What follows belongs to an exercise in optimizing a design on an open flow for small area; a production flow would make more cautious choices.
RTL that was checked went through simulation tests only; none was proved equivalent to the original.
No activity file was given, so power comes from the tool's default toggle rates.

==> indigo <==
// dual_stack_with_transfer
module dual_stack_with_transfer (
  input  wire logic             clk_i,
  input  wire logic             rst_ni,
  input  wire logic             s_axis_tvalid_i,
  output logic                  s_axis_tready_o,
  input  wire logic [dstk_pkg::IN_W-1:0]  s_axis_tdata_i,
  output logic                  m_axis_tvalid_o,
  input  wire logic             m_axis_tready_i,
  output logic [dstk_pkg::OUT_W-1:0]      m_axis_tdata_o
);
  localparam int unsigned VW = dstk_pkg::VALUE_W;
  localparam int unsigned CW = dstk_pkg::CNT_W;
  logic [dstk_pkg::CMD_W-1:0] in_cmd;
  logic [VW-1:0]              in_value;
  logic                       in_acc;
  assign in_cmd   = s_axis_tdata_i[dstk_pkg::CMD_W-1:0];
  assign in_value = s_axis_tdata_i[dstk_pkg::CMD_W +: VW];
  logic                          out_vld_q;
  logic [dstk_pkg::STATUS_W-1:0] st_q;
  logic [CW-1:0]                 mcnt_q, acnt_q;
  assign s_axis_tready_o = !out_vld_q || m_axis_tready_i;
  assign in_acc          = s_axis_tvalid_i && s_axis_tready_o;
  logic m_empty, m_full, a_empty, a_full;
  assign m_empty = (mcnt_q == '0);
  assign a_empty = (acnt_q == '0);
  ...
==> module dstk_stack, before the edit <==
module dstk_stack (
  input  wire logic                         clk_i,
  input  wire logic [dstk_pkg::CNT_W-1:0]   cnt_i,    
  input  wire logic [dstk_pkg::VALUE_W-1:0] wdata_i,  
  output logic      [dstk_pkg::VALUE_W-1:0] top_o     
);
  localparam int unsigned ROWS = dstk_pkg::STACK_DEPTH;
  logic [dstk_pkg::VALUE_W-1:0] ent_q [ROWS];
  logic [ROWS-1:0] used;
  logic [ROWS-1:0] wsel;
  logic [ROWS-1:0] rsel;
  always_comb begin
    for (int r = 0; r < ROWS; r++) begin
      used[r] = (cnt_i > dstk_pkg::CNT_W'(r));
      wsel[r] = (cnt_i == dstk_pkg::CNT_W'(r));
      rsel[r] = (cnt_i == dstk_pkg::CNT_W'(r + 1));
    end
  end
  for (genvar r = 0; r < ROWS; r++) begin : g_row
    dstk_row u_row (
      .clk_i  (clk_i),
      .keep_i (used[r]),
      .load_i (wsel[r]),
      .d_i    (wdata_i),
      .q_o    (ent_q[r])
    );
  end
  always_comb begin
    top_o = '0;
    for (int r = 0; r < ROWS; r++) begin
      top_o = top_o | ({dstk_pkg::VALUE_W{rsel[r]}} & ent_q[r]);
    end
  end
endmodule
==> module dual_stack_with_transfer, before the edit <==
module dual_stack_with_transfer (
  input  wire logic             clk_i,
  input  wire logic             rst_ni,
  input  wire logic             s_axis_tvalid_i,
  output logic                  s_axis_tready_o,
  input  wire logic [dstk_pkg::IN_W-1:0]  s_axis_tdata_i,
  output logic                  m_axis_tvalid_o,
  input  wire logic             m_axis_tready_i,
  output logic [dstk_pkg::OUT_W-1:0]      m_axis_tdata_o
);
  localparam int unsigned VW = dstk_pkg::VALUE_W;
  localparam int unsigned CW = dstk_pkg::CNT_W;
  logic [dstk_pkg::CMD_W-1:0] in_cmd;
  logic [VW-1:0]              in_value;
  logic                       in_acc;
  assign in_cmd   = s_axis_tdata_i[dstk_pkg::CMD_W-1:0];
  assign in_value = s_axis_tdata_i[dstk_pkg::CMD_W +: VW];
  logic                          out_vld_q;
  logic [dstk_pkg::STATUS_W-1:0] st_q;
  logic [CW-1:0]                 mcnt_q, acnt_q;
  assign s_axis_tready_o = !out_vld_q || m_axis_tready_i;
  assign in_acc          = s_axis_tvalid_i && s_axis_tready_o;
  logic m_empty, m_full, a_empty, a_full;
  assign m_empty = (mcnt_q == '0);
  assign a_empty = (acnt_q == '0);
  assign m_full  = mcnt_q[CW-1];
  assign a_full  = acnt_q[CW-1];
  logic                          m_push, m_pop, a_push, a_pop;
  logic [dstk_pkg::STATUS_W-1:0] status;
  always_comb begin
    m_push = 1'b0;
    m_pop  = 1'b0;
    a_push = 1'b0;
    a_pop  = 1'b0;
    status = dstk_pkg::ST_DONE;
    case (in_cmd)
      dstk_pkg::CMD_PUSH: begin
        if (m_full) status = dstk_pkg::ST_FULL;
        else        m_push = 1'b1;
      end
      dstk_pkg::CMD_POP: begin
        if (m_empty) status = dstk_pkg::ST_EMPTY;
        else         m_pop  = 1'b1;
      end
      dstk_pkg::CMD_MAIN_TO_AUX: begin
        if (m_empty)     status = dstk_pkg::ST_EMPTY;
        else if (a_full) status = dstk_pkg::ST_FULL;
        else begin
          m_pop  = 1'b1;
          a_push = 1'b1;
        end
      end
      default: begin
        if (a_empty)     status = dstk_pkg::ST_EMPTY;
        else if (m_full) status = dstk_pkg::ST_FULL;
        else begin
          a_pop  = 1'b1;
          m_push = 1'b1;
        end
      end
    endcase
  end
  logic [VW-1:0] m_top, a_top;
  dstk_stack u_main (
    .clk_i   (clk_i),
    .cnt_i   (mcnt_q),
    .wdata_i ((in_cmd == dstk_pkg::CMD_PUSH) ? in_value : a_top),
    .top_o   (m_top)
  );
  dstk_stack u_aux (
    .clk_i   (clk_i),
    .cnt_i   (acnt_q),
    .wdata_i (m_top),
    .top_o   (a_top)
  );
  always_ff @(posedge clk_i or negedge rst_ni) begin
    if (!rst_ni) begin
      out_vld_q <= 1'b0;
      mcnt_q    <= '0;
      acnt_q    <= '0;
    end else begin
      if (in_acc) begin
        out_vld_q <= 1'b1;
        mcnt_q    <= mcnt_q + CW'(m_push) - CW'(m_pop);
        acnt_q    <= acnt_q + CW'(a_push) - CW'(a_pop);
      end else if (m_axis_tready_i) begin
        out_vld_q <= 1'b0;
      end
    end
  end
  always_ff @(posedge clk_i) begin
    if (in_acc) begin
      st_q <= status;
    end
  end
  assign m_axis_tvalid_o = out_vld_q;
  assign m_axis_tdata_o  = {(dstk_pkg::OUT_W - dstk_pkg::OUT_RAW_W)'(0),
                            acnt_q, a_top, mcnt_q, m_top, st_q};
endmodule
Settings: LEC_CHECK=0, CAP_MARGIN=20, CORE_MARGIN=2, CORE_UTILIZATION=40, SLEW_MARGIN=20, SYNTH_HIERARCHICAL=1; clock period 5.0 ns.
run.sh (not shown) runs the stock make flow with config.mk's settings and CLKGATE_MAP_FILE= SYNTH_SCRIPT=/design/flow/synth_recipe.tcl, a recipe that flattens the netlist after the stock synthesis.
==> juniper (differences from indigo) <==
--- a/flow/design.v
+++ b/flow/design.v
@@ -33,6 +33,55 @@
 endmodule
 `default_nettype wire
 `default_nettype none
+module dstk_aoi222 (
+  input  wire logic a0_i, b0_i, a1_i, b1_i, a2_i, b2_i,
+  output logic      y_o
+);
+  assign y_o = !((a0_i && b0_i) || (a1_i && b1_i) || (a2_i && b2_i));
+endmodule
+module dstk_nand2 (
+  input  wire logic a_i, b_i,
+  output logic      y_o
+);
+  assign y_o = !(a_i && b_i);
+endmodule
+module dstk_and3 (
+  input  wire logic a_i, b_i, c_i,
+  output logic      y_o
+);
+  assign y_o = a_i && b_i && c_i;
+endmodule
+module dstk_nand4 (
+  input  wire logic a_i, b_i, c_i, d_i,
+  output logic      y_o
+);
+  assign y_o = !(a_i && b_i && c_i && d_i);
+endmodule
+`default_nettype wire
+`default_nettype none
+module dstk_rdmux (
+  input  wire logic [15:0]                                         sel_i,
+  input  wire logic [15:0][dstk_pkg::VALUE_W-1:0]                  d_i,
+  output logic      [dstk_pkg::VALUE_W-1:0]                        q_o
+);
+  for (genvar b = 0; b < dstk_pkg::VALUE_W; b++) begin : g_bit
+    logic [5:0] t_n;
+    logic       t_and;
+    for (genvar g = 0; g < 5; g++) begin : g_aoi
+      dstk_aoi222 u_aoi (
+        .a0_i (d_i[3*g][b]),   .b0_i (sel_i[3*g]),
+        .a1_i (d_i[3*g+1][b]), .b1_i (sel_i[3*g+1]),
+        .a2_i (d_i[3*g+2][b]), .b2_i (sel_i[3*g+2]),
+        .y_o  (t_n[g])
+      );
+    end
+    dstk_nand2 u_last (.a_i (d_i[15][b]), .b_i (sel_i[15]), .y_o (t_n[5]));
+    dstk_and3  u_and  (.a_i (t_n[0]), .b_i (t_n[1]), .c_i (t_n[2]), .y_o (t_and));
+    dstk_nand4 u_out  (.a_i (t_and), .b_i (t_n[3]), .c_i (t_n[4]), .d_i (t_n[5]), .y_o (q_o[b]));
+  end
+endmodule
+`default_nettype wire
+`default_nettype none
 module dstk_stack (
   input  wire logic                         clk_i,
   input  wire logic [dstk_pkg::CNT_W-1:0]   cnt_i,    
@@ -40,7 +89,7 @@
   output logic      [dstk_pkg::VALUE_W-1:0] top_o     
 );
   localparam int unsigned ROWS = dstk_pkg::STACK_DEPTH;
-  logic [dstk_pkg::VALUE_W-1:0] ent_q [ROWS];
+  logic [ROWS-1:0][dstk_pkg::VALUE_W-1:0] ent_q;
   logic [ROWS-1:0] used;
   logic [ROWS-1:0] wsel;
   logic [ROWS-1:0] rsel;
@@ -60,12 +109,11 @@
       .q_o    (ent_q[r])
     );
   end
-  always_comb begin
-    top_o = '0;
-    for (int r = 0; r < ROWS; r++) begin
-      top_o = top_o | ({dstk_pkg::VALUE_W{rsel[r]}} & ent_q[r]);
-    end
-  end
+  dstk_rdmux u_rd (
+    .sel_i (rsel),
+    .d_i   (ent_q),
+    .q_o   (top_o)
+  );
 endmodule
 `default_nettype wire
 `default_nettype none
@@ -131,11 +179,13 @@
       end
     endcase
   end
-  logic [VW-1:0] m_top, a_top;
+  logic [VW-1:0] m_top, a_top, m_wdata;
+  assign m_wdata = ({VW{in_cmd == dstk_pkg::CMD_PUSH}}        & in_value) |
+                   ({VW{in_cmd == dstk_pkg::CMD_AUX_TO_MAIN}} & a_top);
   dstk_stack u_main (
     .clk_i   (clk_i),
     .cnt_i   (mcnt_q),
-    .wdata_i ((in_cmd == dstk_pkg::CMD_PUSH) ? in_value : a_top),
+    .wdata_i (m_wdata),
     .top_o   (m_top)
   );
   dstk_stack u_aux (
@@ -152,8 +202,10 @@
     end else begin
       if (in_acc) begin
         out_vld_q <= 1'b1;
-        mcnt_q    <= mcnt_q + CW'(m_push) - CW'(m_pop);
-        acnt_q    <= acnt_q + CW'(a_push) - CW'(a_pop);
+        if (m_push)     mcnt_q <= mcnt_q + CW'(1);
+        else if (m_pop) mcnt_q <= mcnt_q - CW'(1);
+        if (a_push)     acnt_q <= acnt_q + CW'(1);
+        else if (a_pop) acnt_q <= acnt_q - CW'(1);
       end else if (m_axis_tready_i) begin
         out_vld_q <= 1'b0;
       end
==> flow/flow/run.sh (new file) <==
#!/bin/bash
# The standard layout (standard.sh), with the port buffers that
# buffer_ports inserts made from the smallest plain buffer, buf_1, instead
# of its default pick (a delay buffer). Every port still gets its buffer,
# and repair may still resize it.
set -euo pipefail
export BUFFER_PORTS_ARGS="-buffer_cell sky130_fd_sc_hd__buf_1"
bash standard.sh > standard.log 2>&1
==> flow/standard.sh (new file) <==
#!/bin/bash
# synth_recipe.tcl (not shown) runs the flow's synth.tcl, then flattens the netlist and writes it again
# the make line also repeats each setting of config.mk as NAME=value (left out here)
make -C /OpenROAD-flow-scripts/flow DESIGN_CONFIG=/design/flow/config.mk WORK_HOME=/design/flow/orfs CLKGATE_MAP_FILE= SYNTH_SCRIPT=/design/flow/synth_recipe.tcl "${@:-finish}"
- CORE_UTILIZATION: 40 -> 65
- CTS_CLUSTER_DIAMETER: unset -> 100
- CTS_CLUSTER_SIZE: unset -> 25
removed: flow/run.sh
==> onyx (differences from indigo) <==
--- a/flow/design.v
+++ b/flow/design.v
@@ -33,6 +33,55 @@
 endmodule
 `default_nettype wire
 `default_nettype none
+module dstk_aoi222 (
+  input  wire logic a0_i, b0_i, a1_i, b1_i, a2_i, b2_i,
+  output logic      y_o
+);
+  assign y_o = !((a0_i && b0_i) || (a1_i && b1_i) || (a2_i && b2_i));
+endmodule
+module dstk_nand2 (
+  input  wire logic a_i, b_i,
+  output logic      y_o
+);
+  assign y_o = !(a_i && b_i);
+endmodule
+module dstk_and3 (
+  input  wire logic a_i, b_i, c_i,
+  output logic      y_o
+);
+  assign y_o = a_i && b_i && c_i;
+endmodule
+module dstk_nand4 (
+  input  wire logic a_i, b_i, c_i, d_i,
+  output logic      y_o
+);
+  assign y_o = !(a_i && b_i && c_i && d_i);
+endmodule
+`default_nettype wire
+`default_nettype none
+module dstk_rdmux (
+  input  wire logic [15:0]                                         sel_i,
+  input  wire logic [15:0][dstk_pkg::VALUE_W-1:0]                  d_i,
+  output logic      [dstk_pkg::VALUE_W-1:0]                        q_o
+);
+  for (genvar b = 0; b < dstk_pkg::VALUE_W; b++) begin : g_bit
+    logic [5:0] t_n;
+    logic       t_and;
+    for (genvar g = 0; g < 5; g++) begin : g_aoi
+      dstk_aoi222 u_aoi (
+        .a0_i (d_i[3*g][b]),   .b0_i (sel_i[3*g]),
+        .a1_i (d_i[3*g+1][b]), .b1_i (sel_i[3*g+1]),
+        .a2_i (d_i[3*g+2][b]), .b2_i (sel_i[3*g+2]),
+        .y_o  (t_n[g])
+      );
+    end
+    dstk_nand2 u_last (.a_i (d_i[15][b]), .b_i (sel_i[15]), .y_o (t_n[5]));
+    dstk_and3  u_and  (.a_i (t_n[0]), .b_i (t_n[1]), .c_i (t_n[2]), .y_o (t_and));
+    dstk_nand4 u_out  (.a_i (t_and), .b_i (t_n[3]), .c_i (t_n[4]), .d_i (t_n[5]), .y_o (q_o[b]));
+  end
+endmodule
+`default_nettype wire
+`default_nettype none
 module dstk_stack (
   input  wire logic                         clk_i,
   input  wire logic [dstk_pkg::CNT_W-1:0]   cnt_i,    
@@ -40,7 +89,7 @@
   output logic      [dstk_pkg::VALUE_W-1:0] top_o     
 );
   localparam int unsigned ROWS = dstk_pkg::STACK_DEPTH;
-  logic [dstk_pkg::VALUE_W-1:0] ent_q [ROWS];
+  logic [ROWS-1:0][dstk_pkg::VALUE_W-1:0] ent_q;
   logic [ROWS-1:0] used;
   logic [ROWS-1:0] wsel;
   logic [ROWS-1:0] rsel;
@@ -60,12 +109,11 @@
       .q_o    (ent_q[r])
     );
   end
-  always_comb begin
-    top_o = '0;
-    for (int r = 0; r < ROWS; r++) begin
-      top_o = top_o | ({dstk_pkg::VALUE_W{rsel[r]}} & ent_q[r]);
-    end
-  end
+  dstk_rdmux u_rd (
+    .sel_i (rsel),
+    .d_i   (ent_q),
+    .q_o   (top_o)
+  );
 endmodule
 `default_nettype wire
 `default_nettype none
==> flow/flow/run.sh (new file) <==
#!/bin/bash
# The standard layout (standard.sh), with the port buffers that
# buffer_ports inserts made from the smallest plain buffer, buf_1, instead
# of its default pick (a delay buffer). Every port still gets its buffer,
# and repair may still resize it.
set -euo pipefail
export BUFFER_PORTS_ARGS="-buffer_cell sky130_fd_sc_hd__buf_1"
bash standard.sh > standard.log 2>&1
==> flow/standard.sh (new file) <==
#!/bin/bash
# synth_recipe.tcl (not shown) runs the flow's synth.tcl, then flattens the netlist and writes it again
# the make line also repeats each setting of config.mk as NAME=value (left out here)
make -C /OpenROAD-flow-scripts/flow DESIGN_CONFIG=/design/flow/config.mk WORK_HOME=/design/flow/orfs CLKGATE_MAP_FILE= SYNTH_SCRIPT=/design/flow/synth_recipe.tcl "${@:-finish}"
- CORE_UTILIZATION: 40 -> 65
- CTS_CLUSTER_DIAMETER: unset -> 100
- CTS_CLUSTER_SIZE: unset -> 20
removed: flow/run.sh
==> garnet (differences from indigo) <==
--- a/flow/design.v
+++ b/flow/design.v
@@ -33,6 +33,55 @@
 endmodule
 `default_nettype wire
 `default_nettype none
+module dstk_aoi222 (
+  input  wire logic a0_i, b0_i, a1_i, b1_i, a2_i, b2_i,
+  output logic      y_o
+);
+  assign y_o = !((a0_i && b0_i) || (a1_i && b1_i) || (a2_i && b2_i));
+endmodule
+module dstk_nand2 (
+  input  wire logic a_i, b_i,
+  output logic      y_o
+);
+  assign y_o = !(a_i && b_i);
+endmodule
+module dstk_and3 (
+  input  wire logic a_i, b_i, c_i,
+  output logic      y_o
+);
+  assign y_o = a_i && b_i && c_i;
+endmodule
+module dstk_nand4 (
+  input  wire logic a_i, b_i, c_i, d_i,
+  output logic      y_o
+);
+  assign y_o = !(a_i && b_i && c_i && d_i);
+endmodule
+`default_nettype wire
+`default_nettype none
+module dstk_rdmux (
+  input  wire logic [15:0]                                         sel_i,
+  input  wire logic [15:0][dstk_pkg::VALUE_W-1:0]                  d_i,
+  output logic      [dstk_pkg::VALUE_W-1:0]                        q_o
+);
+  for (genvar b = 0; b < dstk_pkg::VALUE_W; b++) begin : g_bit
+    logic [5:0] t_n;
+    logic       t_and;
+    for (genvar g = 0; g < 5; g++) begin : g_aoi
+      dstk_aoi222 u_aoi (
+        .a0_i (d_i[3*g][b]),   .b0_i (sel_i[3*g]),
+        .a1_i (d_i[3*g+1][b]), .b1_i (sel_i[3*g+1]),
+        .a2_i (d_i[3*g+2][b]), .b2_i (sel_i[3*g+2]),
+        .y_o  (t_n[g])
+      );
+    end
+    dstk_nand2 u_last (.a_i (d_i[15][b]), .b_i (sel_i[15]), .y_o (t_n[5]));
+    dstk_and3  u_and  (.a_i (t_n[0]), .b_i (t_n[1]), .c_i (t_n[2]), .y_o (t_and));
+    dstk_nand4 u_out  (.a_i (t_and), .b_i (t_n[3]), .c_i (t_n[4]), .d_i (t_n[5]), .y_o (q_o[b]));
+  end
+endmodule
+`default_nettype wire
+`default_nettype none
 module dstk_stack (
   input  wire logic                         clk_i,
   input  wire logic [dstk_pkg::CNT_W-1:0]   cnt_i,    
@@ -40,7 +89,7 @@
   output logic      [dstk_pkg::VALUE_W-1:0] top_o     
 );
   localparam int unsigned ROWS = dstk_pkg::STACK_DEPTH;
-  logic [dstk_pkg::VALUE_W-1:0] ent_q [ROWS];
+  logic [ROWS-1:0][dstk_pkg::VALUE_W-1:0] ent_q;
   logic [ROWS-1:0] used;
   logic [ROWS-1:0] wsel;
   logic [ROWS-1:0] rsel;
@@ -60,12 +109,11 @@
       .q_o    (ent_q[r])
     );
   end
-  always_comb begin
-    top_o = '0;
-    for (int r = 0; r < ROWS; r++) begin
-      top_o = top_o | ({dstk_pkg::VALUE_W{rsel[r]}} & ent_q[r]);
-    end
-  end
+  dstk_rdmux u_rd (
+    .sel_i (rsel),
+    .d_i   (ent_q),
+    .q_o   (top_o)
+  );
 endmodule
 `default_nettype wire
 `default_nettype none
@@ -131,11 +179,13 @@
       end
     endcase
   end
-  logic [VW-1:0] m_top, a_top;
+  logic [VW-1:0] m_top, a_top, m_wdata;
+  assign m_wdata = ({VW{in_cmd == dstk_pkg::CMD_PUSH}}        & in_value) |
+                   ({VW{in_cmd == dstk_pkg::CMD_AUX_TO_MAIN}} & a_top);
   dstk_stack u_main (
     .clk_i   (clk_i),
     .cnt_i   (mcnt_q),
-    .wdata_i ((in_cmd == dstk_pkg::CMD_PUSH) ? in_value : a_top),
+    .wdata_i (m_wdata),
     .top_o   (m_top)
   );
   dstk_stack u_aux (
@@ -152,8 +202,10 @@
     end else begin
       if (in_acc) begin
         out_vld_q <= 1'b1;
-        mcnt_q    <= mcnt_q + CW'(m_push) - CW'(m_pop);
-        acnt_q    <= acnt_q + CW'(a_push) - CW'(a_pop);
+        if (m_push)     mcnt_q <= mcnt_q + CW'(1);
+        else if (m_pop) mcnt_q <= mcnt_q - CW'(1);
+        if (a_push)     acnt_q <= acnt_q + CW'(1);
+        else if (a_pop) acnt_q <= acnt_q - CW'(1);
       end else if (m_axis_tready_i) begin
         out_vld_q <= 1'b0;
       end
- CORE_UTILIZATION: 40 -> 65
- CTS_CLUSTER_DIAMETER: unset -> 100
- CTS_CLUSTER_SIZE: unset -> 25
- SETUP_SLACK_MARGIN: unset -> 0.1
==> results.cfg <==
[run_status]
status = timing/DRC/antenna clean

[power]
total_power_mw = 17.38
static-leakage-power_nw = 14.40

[drt]
drt_iter0_drc = 4275

[cells_and_area]
clock_area_share_pct = 3.149

[floorplanning]
die_area_um2 = 60070

[critical_path]
rrSetupSlack_ns = 1.11

[global_routing]
grt_util_met3_pct = 6.374

[logic_synthesis]
ys_types = 55
synth_compound_area_share_pct = 33.92

[worst_hold_path]
hold_path_class = primary input to asynchronous set/reset pin
# the run above: juniper

==> results.cfg <==
[logic_synthesis]
synth-seq-cells = 1037
synth_compound_area_share_pct = 30.82
synthTopCellsByArea = dfxtp_1, a22o_1, mux2i_1

[clock_tree]
clock-sinks = 1037

[floorplanning]
die_area_um2 = 107900

[global_routing]
grt_util_met3_pct = 4.227
grt_max_degree = 80
grtUsageMet2_pct = 40.03

[critical_path]
rrSetupSlack_ns = 1.12
path_cells = buf_4 > or4b_4 > o22ai_1 > a21oi_1 > nand3_1 > clkdlybuf4s50_1
crit_required_ns = 4.00

[worst_hold_path]
hold_path_class = flop to flop

[cells_and_area]
clock_area_share_pct = 8.401

[run_status]
status = timing/DRC/antenna clean

[drt]
drt_iter0_drc = 3348

[power]
total_power_mw = 30.33
# the run above: indigo

==> results.cfg <==
[cells_and_area]
clock_area_share_pct = 3.652

[drt]
drt-pass1-iter-count = 12
drt_iter0_drc = 4468
ant_nets = 0

[logic_synthesis]
synth_compound_area_share_pct = 32.83
ys_types = 41

[critical_path]
rrSetupSlack_ns = 1.30
crit_required_ns = 4.00
slowest_delay_ns = 0.61

[global_routing]
grt_util_met3_pct = 6.384
grt_use_total_pct = 36.43

[timing]
hold_violations = 0
clock.fmax_mhz = 209.0

[floorplanning]
die_area_um2 = 60280

[run_status]
status = timing/DRC/antenna clean

[power]
total_power_mw = 20.33
static-leakage-power_nw = 14.66

[worst_hold_path]
hold_path_class = primary input to asynchronous set/reset pin
# the run above: onyx

==> results.cfg <==
[cells_and_area]
clock_area_share_pct = 3.080
seq_cells = 1037

[logic_synthesis]
ys_types = 55

[critical_path]
rrSetupSlack_ns = 1.46

[power]
static-leakage-power_nw = 14.74

[run_status]
status = timing/DRC/antenna clean

[floorplanning]
die_area_um2 = 60070

[global_routing]
grt_util_met3_pct = 6.276

[worst_hold_path]
hold_path_class = flop to flop
# the run above: garnet

Only the layout flow was run in indigo; the RTL was not checked for function there.

==> static timing again, ports no longer ideal <==
The flow's constraints put no driver on any port. The routed layouts listed below were extracted and timed again, unchanged, in two steps. Step 1 assumes that a clkbuf_16 drives the clock port and a buf_2 every other input. Step 2 adds t to the input delays and takes it off the output delays; t is the mean of the earliest and latest rising clock arrival at the registers after step 1. Input paths then give back, and output paths get back, about the clock's delay inside the block. Slacks: ideal ports / drivers / drivers and shift; pairs: ideal ports / drivers.
run | t, ns | setup WS [ns] | worst setup path after step 2 | worst data-port slew with drivers (ns)
indigo | 0.746 | 0.199 / 0.129 / 0.820 | input to register | 0.09
juniper | 0.683 | 0.079 / 0.013 / 0.696 | register to output | 0.08
onyx | 0.706 | 0.215 / 0.150 / 0.856 | register to output | 0.04
garnet | 0.691 | 0.144 / 0.077 / 0.768 | register to output | 0.10
After both steps every run listed still meets setup and hold.
